Source: an optimization exercise on an open RTL-to-GDS flow (aim: small area). Production flows keep margins and buffers that such runs may drop. In this exercise RTL edits were held to simulation tests only and were not proved equivalent to the original. Power and IR drop assume default switching activity.

### config.mk
export PLATFORM = sky130hd
export DESIGN_NAME = iot_filter
export DESIGN_NICKNAME = iot_filter
export VERILOG_FILES = /design/flow/design.v
export SDC_FILE = /design/flow/constraint.sdc
export NUM_CORES = 4
export LEC_CHECK = 0
export CAP_MARGIN = 20
export CORE_MARGIN = 2
export CORE_UTILIZATION = 40
export SLEW_MARGIN = 20
### constraint.sdc
create_clock -name core_clock -period 6.0 [get_ports {clk}]
set_input_delay 1.2000 -clock core_clock [delete_from_list [all_inputs] [get_ports {clk}]]
set_output_delay 1.2000 -clock core_clock [all_outputs]
set_load 0.01 [all_outputs]
### design.v
package iot_pkg;
	localparam int BYTE_W = 8;    
	localparam int ITEM_W = 128;  
	localparam int CRC_W  = 3;    
	localparam int IDX_W  = 4;    
	typedef logic [BYTE_W-1:0] byte_t;
	typedef logic [ITEM_W-1:0] item_t;      
	typedef logic [CRC_W-1:0]  crc_t;
	typedef logic [IDX_W-1:0]  byte_idx_t;
	typedef enum logic [2:0] {
		fn_crc = 3'd3,  
		fn_max = 3'd4,  
		fn_min = 3'd5   
	} fn_e;
	localparam crc_t CRC_POLY = 3'b101;
endpackage
`timescale 1ns/1ps
module byte_collector #(
	parameter int ITEM_BYTES = 16
) (
	input  logic              clk,
	input  logic              rst,
	input  logic              in_en,
	input  iot_pkg::byte_t    iot_in,
	output logic              byte_stb,   
	output iot_pkg::byte_t    byte_q,     
	output iot_pkg::byte_idx_t byte_cnt,  
	output logic              item_done,  
	output iot_pkg::item_t    item_q
);
	logic last_byte;
	assign last_byte = (byte_cnt == iot_pkg::byte_idx_t'(ITEM_BYTES - 1));
	always_ff @(posedge clk or posedge rst) begin
		if (rst) begin
			byte_cnt  <= '0;
			byte_stb  <= 1'b0;
			item_done <= 1'b0;
		end else begin
			byte_stb  <= in_en;
			item_done <= in_en && last_byte;
			if (in_en) begin
				if (last_byte)
					byte_cnt <= '0;  
				else
					byte_cnt <= byte_cnt + 1'b1;
			end
		end
	end
	always_ff @(posedge clk) begin
		if (in_en) begin
			byte_q <= iot_in;
			item_q <= {item_q[iot_pkg::ITEM_W-iot_pkg::BYTE_W-1:0], iot_in};
		end
	end
endmodule
`timescale 1ns/1ps
module crc3_unit (
	input  logic           clk,
	input  logic           rst,
	input  logic           enable,
	input  logic           byte_stb,
	input  iot_pkg::byte_t byte_q,
	input  logic           item_done,
	output logic           crc_valid,
	output iot_pkg::crc_t  crc
);
	iot_pkg::crc_t rem_q;      
	iot_pkg::crc_t rem_byte;   
	iot_pkg::crc_t rem_final;  
	function automatic iot_pkg::crc_t crc_step(iot_pkg::crc_t r, logic b);
		iot_pkg::crc_t nxt;
		nxt = {r[iot_pkg::CRC_W-2:0], b};
		if (r[iot_pkg::CRC_W-1])
			nxt = nxt ^ iot_pkg::CRC_POLY;  
		crc_step = nxt;
	endfunction
	always_comb begin
		rem_byte = rem_q;
		if (byte_stb) begin
			for (int i = iot_pkg::BYTE_W - 1; i >= 0; i--)
				rem_byte = crc_step(rem_byte, byte_q[i]);
		end
		rem_final = rem_byte;
		for (int i = 0; i < iot_pkg::CRC_W; i++)
			rem_final = crc_step(rem_final, 1'b0);  
	end
	always_ff @(posedge clk or posedge rst) begin
		if (rst) begin
			rem_q     <= '0;
			crc_valid <= 1'b0;
		end else begin
			crc_valid <= enable && item_done;
			if (enable && item_done)
				rem_q <= '0;  
			else if (enable && byte_stb)
				rem_q <= rem_byte;
		end
	end
	always_ff @(posedge clk) begin
		if (enable && item_done)
			crc <= rem_final;
	end
endmodule
`timescale 1ns/1ps
module rank_unit #(
	parameter int ROUND_ITEMS = 8
) (
	input  logic               clk,
	input  logic               rst,
	input  logic               enable,
	input  logic               min_mode,   
	input  iot_pkg::byte_idx_t byte_cnt,
	input  logic               in_en,
	input  logic               item_done,
	input  iot_pkg::item_t     item_q,
	output logic               rank_valid,
	output iot_pkg::item_t     rank_item,
	output logic               rank_busy
);
	localparam int RW = (ROUND_ITEMS > 2) ? $clog2(ROUND_ITEMS) : 1;
	typedef enum logic [1:0] {
		rank_collect,
		rank_send_best,
		rank_send_second,
		rank_clear
	} rank_state_e;
	rank_state_e   state_q;
	logic [RW-1:0] round_cnt;  
	logic          last_item;  
	logic          last_byte;  
	iot_pkg::item_t best_q;
	iot_pkg::item_t second_q;
	iot_pkg::item_t ident;         
	logic  beats_best;    
	logic  beats_second;  
	assign last_item = (round_cnt == RW'(ROUND_ITEMS - 1));
	assign last_byte = &byte_cnt;
	always_comb begin
		ident = min_mode ? '1 : '0;
		if (min_mode) begin
			beats_best   = (item_q < best_q);
			beats_second = (item_q < second_q);
		end else begin
			beats_best   = (item_q > best_q);
			beats_second = (item_q > second_q);
		end
	end
	always_ff @(posedge clk or posedge rst) begin
		if (rst) begin
			state_q    <= rank_clear;
			round_cnt  <= '0;
			rank_busy  <= 1'b0;
			rank_valid <= 1'b0;
		end else begin
			rank_valid <= 1'b0;
			case (state_q)
				rank_collect: begin
					if (enable && in_en && last_byte && last_item)
						rank_busy <= 1'b1;
					if (enable && item_done) begin
						if (last_item) begin
							round_cnt <= '0;
							state_q   <= rank_send_best;
						end else begin
							round_cnt <= round_cnt + 1'b1;
						end
					end
				end
				rank_send_best: begin
					rank_valid <= 1'b1;  
					state_q    <= rank_send_second;
				end
				rank_send_second: begin
					rank_valid <= 1'b1;  
					state_q    <= rank_clear;
				end
				rank_clear: begin
					rank_busy <= 1'b0;  
					state_q   <= rank_collect;
				end
				default: state_q <= rank_clear;
			endcase
		end
	end
	always_ff @(posedge clk) begin
		case (state_q)
			rank_collect: begin
				if (enable && item_done) begin
					if (beats_best) begin
						second_q <= best_q;  
						best_q   <= item_q;
					end else if (beats_second) begin
						second_q <= item_q;
					end
				end
			end
			rank_send_best:   rank_item <= best_q;
			rank_send_second: rank_item <= second_q;
			rank_clear: begin
				best_q   <= ident;
				second_q <= ident;
			end
			default: ;
		endcase
	end
endmodule
`timescale 1ns/1ps
module iot_filter #(
	parameter int ITEM_BYTES  = 16,
	parameter int ROUND_ITEMS = 8
) (
	input  logic           clk,
	input  logic           rst,
	input  logic           in_en,
	input  iot_pkg::byte_t iot_in,
	input  logic [2:0]     fn_sel,
	output logic           busy,
	output logic           valid,
	output iot_pkg::item_t iot_out
);
	iot_pkg::fn_e fn_q;       
	logic crc_en;
	logic rank_en;
	logic min_mode;
	logic      byte_stb;
	iot_pkg::byte_t     byte_q;
	iot_pkg::byte_idx_t byte_cnt;
	logic      item_done;
	iot_pkg::item_t     item_q;
	logic  crc_valid;
	iot_pkg::crc_t  crc;
	logic  rank_valid;
	iot_pkg::item_t rank_item;
	logic  rank_busy;
	always_ff @(posedge clk) begin
		fn_q <= iot_pkg::fn_e'(fn_sel);
	end
	assign crc_en   = (fn_q == iot_pkg::fn_crc);
	assign rank_en  = (fn_q == iot_pkg::fn_max) || (fn_q == iot_pkg::fn_min);
	assign min_mode = (fn_q == iot_pkg::fn_min);
	byte_collector #(.ITEM_BYTES(ITEM_BYTES)) i_collect (
		.clk(clk), .rst(rst), .in_en(in_en), .iot_in(iot_in),
		.byte_stb(byte_stb), .byte_q(byte_q), .byte_cnt(byte_cnt),
		.item_done(item_done), .item_q(item_q)
	);
	crc3_unit i_crc (
		.clk(clk), .rst(rst), .enable(crc_en),
		.byte_stb(byte_stb), .byte_q(byte_q), .item_done(item_done),
		.crc_valid(crc_valid), .crc(crc)
	);
	rank_unit #(.ROUND_ITEMS(ROUND_ITEMS)) i_rank (
		.clk(clk), .rst(rst), .enable(rank_en), .min_mode(min_mode),
		.byte_cnt(byte_cnt), .in_en(in_en), .item_done(item_done),
		.item_q(item_q), .rank_valid(rank_valid), .rank_item(rank_item),
		.rank_busy(rank_busy)
	);
	assign busy = rank_busy;  
	always_ff @(posedge clk or posedge rst) begin
		if (rst)
			valid <= 1'b0;
		else
			valid <= crc_valid || rank_valid;  
	end
	always_ff @(posedge clk) begin
		if (crc_valid)
			iot_out <= iot_pkg::item_t'(crc);  
		else if (rank_valid)
			iot_out <= rank_item;
	end
endmodule
### run.sh
#!/bin/bash
# synth_recipe.tcl (not shown) runs the flow's synth.tcl, then flattens the netlist and writes it again
# the make line also repeats each setting of config.mk as NAME=value (left out here)
make -C /OpenROAD-flow-scripts/flow DESIGN_CONFIG=/design/flow/config.mk WORK_HOME=/design/flow/orfs CLKGATE_MAP_FILE= SYNTH_SCRIPT=/design/flow/synth_recipe.tcl finish
==> flow_summary_export.csv <==
group,metric,value,unit
route,wl,82800,um
yosys,synthTopCellsByArea,"edfxtp_1 48%, ha_1 10%, dfxtp_1 7.9%",
yosys,synthCells,2997,
yosys,yosysTopAreaCell,"edfxtp_1",
floorplan,die_area,83900,um2
yosys,ys_types,61,
yosys,synth_top_area_share,47.7,%
min_path,hp-class,"flip-flop to flip-flop",
floorplan,fp.dieH,290,um
route,initialDrtViolationCount,1966,
yosys,synth-warning-count,4,
yosys,synthArstFlopShare,2.71,%
worst_setup_path,reg2regPathDepth,10,
worst_setup_path,path_max_fanout,102,
power,power,10.4,mW
placement,gp_congestion,0.811,
worst_setup_path,crit_path_end_kind,"flip-flop",
placement,port_buffers,143,
outcome,status,"finished clean",
yosys,synthMuxAreaShare,4.07,%
yosys,syn_area,32600,um2
grt,grt_start_max_net_pins,232,
route,post_drt_wl_per_cell,19.8,um
grt,grt_pass1_wl,130000,um
clock_network,hold_buffers,0,
timing,tns,0,ns
layout,drive_gt1_share,5.30,%
timing,slew_violations,0,
timing,finalHoldViolCount,0,
power,irDropWorstVdd,211,uV
layout,n_antenna_cell,0,
timing,slew_headroom,21.7,%
route,detail-route-antenna-nets,0,
worst_setup_path,cp-endpoint,"i_rank.second_q[40]$_DFFE_PP_",
yosys,synth_xor_area_share,0.537,%
layout,instances_no_fill,4191,
power,power_density,279,nW/um2
timing,period_needed,4.77,ns
timing,skew,0.0233,ns
yosys,synth_fa_ha_area_share,10.1,%
clock_network,htreeDepth,3,
layout,area_growth,14.3,%
grt,groute.usage.overall,19.8,%
route,drc_errors,0,
timing,setup_violations,0,
yosys,ys_seq_elements,664,
placement,place_inst,4052,
floorplan,num_rows,104,
route,firstDrtPassIters,5,
clock_network,worstSkewPairLatency,0.64,ns
yosys,synth_top_family_by_area,"compound AO/OA/AOI/OAI gates",
grt,antenna_found_initial,0,
clock_network,cts_sinks,664,
clock_network,cts_buffers,75,
clock_network,post_cts.repair.setup_buffers,0,
worst_setup_path,worstPathArrival,5.02,ns
worst_setup_path,cp_data_required_time,6.25,ns
timing,rsz0062_at_grt,"no",
yosys,synth_nets,3274,
yosys,ys_seq_area_share,56.9,%
route,drt-vias-per-instance,5.39,
timing,tightest_slew,1.17,ns
clock_network,clkSlewWorstSetupHoldPaths,0.06,ns
layout,nets,3346,
worst_setup_path,cp-startpoint,"i_collect.item_q[125]$_DFFE_PP_",
worst_setup_path,rrSetupSlack,1.23,ns
clock_network,cts_tree,"built",
worst_setup_path,path_class,"flip-flop to flip-flop",
route,via_count,22600,
placement,dp_hpwl,49600,um
layout,finalInstanceArea,37300,um2
worst_setup_path,r2r_start,"i_collect.item_q[125]$_DFFE_PP_",
timing,fmax,210,MHz
yosys,synth_edf_count,518,
floorplan,initial_core_util,40.5,%
yosys,synth_ff_type,"edfxtp_1",
clock_network,cts_buffer_depth,3,
timing,finalCritPeriodShare,79.4,%
power,p_leak,14.5,nW
worst_setup_path,regToRegEndpoint,"i_rank.second_q[40]$_DFFE_PP_",
floorplan,die_w,290,um
yosys,synth-compound-area-share,14.6,%
grt,grt_pass1_vias,22700,
clock_network,cts_root_buf,"clkbuf_16",
floorplan,core,80700,um2
yosys,syn_avg_cell_area,10.9,um2
floorplan,pin_count,144,
worst_setup_path,worstSetupStartpointType,"flip-flop",
yosys,synth-simple-area-share,6.58,%
job,maxCapViolations,0,
clock_network,post_cts_resized,0,
placement,place_area,34800,um2
grt,grt-ovfl-total,0,
==> critical path: stages, from the launching register on <==
cell	delay, ns
edfxtp_1	0.47
ha_1	0.35
nand4_1	0.17
nor4_1	0.71
nand4_1	0.45
nor4_2	0.54
nand3_1	0.24
o21ai_4	0.33
nor2_1	0.12
a311oi_4	0.35
buf_12	0.58
==> power by group <==
group	switching (mW)	internal [mW]	leakage [nW]
registers	0.129	5.07	6.01
clock network	1.92	2.67	1.22
logic	0.352	0.253	7.25
total	2.40	7.99	14.5
==> cell type report <==
type                       instances  area, um2
fill                            7474      43400
sequential                       664      18600
multi-input combinational       1774      11800
clock buffer                     115       2270
timing repair buffer             163       1680
inverter                         391       1470
tap                             1060       1330
clock inverter                    24        185
==> per-stage QoR <==
step	hold WS, ns	worst slack, ns	util (%)
detailed placement	0.470	1.34	43.2
CTS	0.481	1.29	46.2
finish	0.479	1.23	46.2
global route	0.499	1.05	46.2
floorplan	0.451	-3.19	-
global placement	0.460	1.33	43.2
==> placed cells by master, fill, tap and decap left out, types with 3 or more instances in the layout <==
master	netlist	final
a211oi_1	7	7
nor2b_1	6	6
a221o_1	5	5
dfxtp_1	128	128
clkbuf_8	0	12
o21ai_1	56	57
dfrtp_1	16	14
clkdlybuf4s50_1	0	142
o31ai_1	3	3
ha_4	0	3
buf_12	1	8
a21oi_1	229	228
a221oi_1	4	4
a21o_1	33	33
ha_1	263	260
xnor2_1	13	13
or2_2	4	4
nand2_1	202	201
inv_1	391	391
nor3_1	19	18
nor4_1	13	13
buf_4	2	12
clkinv_2	0	13
nand4_1	53	53
o211ai_1	5	5
a31oi_1	132	132
clkbuf_1	85	22
mux2_2	6	6
clkbuf_16	0	81
mux2i_1	125	125
xor2_1	7	7
o21ai_0	374	373
nor2_1	158	158
edfxtp_1	518	518
nand3_1	23	22
==> synth_stat cells (13+ instances only) <==
cell type / instances
edfxtp_1: 518
inv_1: 391
o21ai_0: 374
ha_1: 263
a21oi_1: 229
nand2_1: 202
nor2_1: 158
a31oi_1: 132
dfxtp_1: 128
mux2i_1: 125
clkbuf_1: 85
o21ai_1: 56
nand4_1: 53
a21o_1: 33
buf_1: 32
buf_2: 23
nand3_1: 23
nor3_1: 19
dfrtp_1: 16
buf_6: 15
nor4_1: 13
xnor2_1: 13
==> worst min path at each step <==
stage / start / end / slack, ns / cells after the start
final: i_rank.rank_item[68]$_DFFE_PN_ / iot_out[68]$_SDFFE_PP0P_ / 0.48 / 2
after CTS: i_rank.rank_item[120]$_DFFE_PN_ / iot_out[120]$_SDFFE_PP0P_ / 0.48 / 2
after detailed placement: i_rank.rank_item[15]$_DFFE_PN_ / iot_out[15]$_SDFFE_PP0P_ / 0.47 / 2
after global routing: i_rank.rank_item[75]$_DFFE_PN_ / iot_out[75]$_SDFFE_PP0P_ / 0.50 / 2
after global placement: i_rank.rank_item[94]$_DFFE_PN_ / iot_out[94]$_SDFFE_PP0P_ / 0.46 / 2
after floorplan: i_collect.byte_cnt[3]$_DFFE_PP0P_ / i_collect.byte_cnt[3]$_DFFE_PP0P_ / 0.45 / 1
==> registers in the layout, summed over array words and instances, names as in the netlist, 4 cells and up <==
signal and flops:
i_rank.best_q 128, i_rank.rank_item 128, i_rank.second_q 128, i_collect.byte_cnt 4
i_collect.item_q 128, iot_out 128
==> kinds of logic after synthesis <==
kind of cell | count (synthesis)
AND/OR/NAND/NOR | 493
adder cells (fa/ha/maj) | 263
AO/OA/AOI/OAI | 866
XOR/XNOR | 20
buffers and inverters | 559
multiplexers | 132
flip-flops | 664
==> metal layers <==
layer  wire, um  GRT usage [%]  share of wire, %  vias up
met4       2170           6.91               2.6        0
li1           -              -                 -    10900
met3       5140           3.06               6.2      122
met5          0              0                 0        -
met2      38600           32.1                47      738
met1      36900           27.1                45    10800

## what the ideal ports hide
How much do the figures lean on ideal ports? The routed layout below was timed once more, with nothing changed but the port constraints. Step 1, drivers: a clkbuf_16 drives clk and a buf_2 each remaining input, both assumed. Step 2 also shifts input and output timing later by t, the mid clock arrival at the registers, as if the neighbouring blocks saw the same clock. a / b / c = ideal ports / drivers / drivers and shift; a / b = the first two.
t (ns): 0.685
slack for setup (ns): 1.233 / 1.233 / 1.233
latest minus earliest clock arrival (ns): 0.024 / 0.024
slew at the worst register clock pin (ns): 0.06 / 0.06
cell pins on the clock port's net: 1
After both steps setup and hold are still met in this run. For this run, drivers alone change the setup slack by 0.000 ns; drivers and shift together by 0.000 ns.
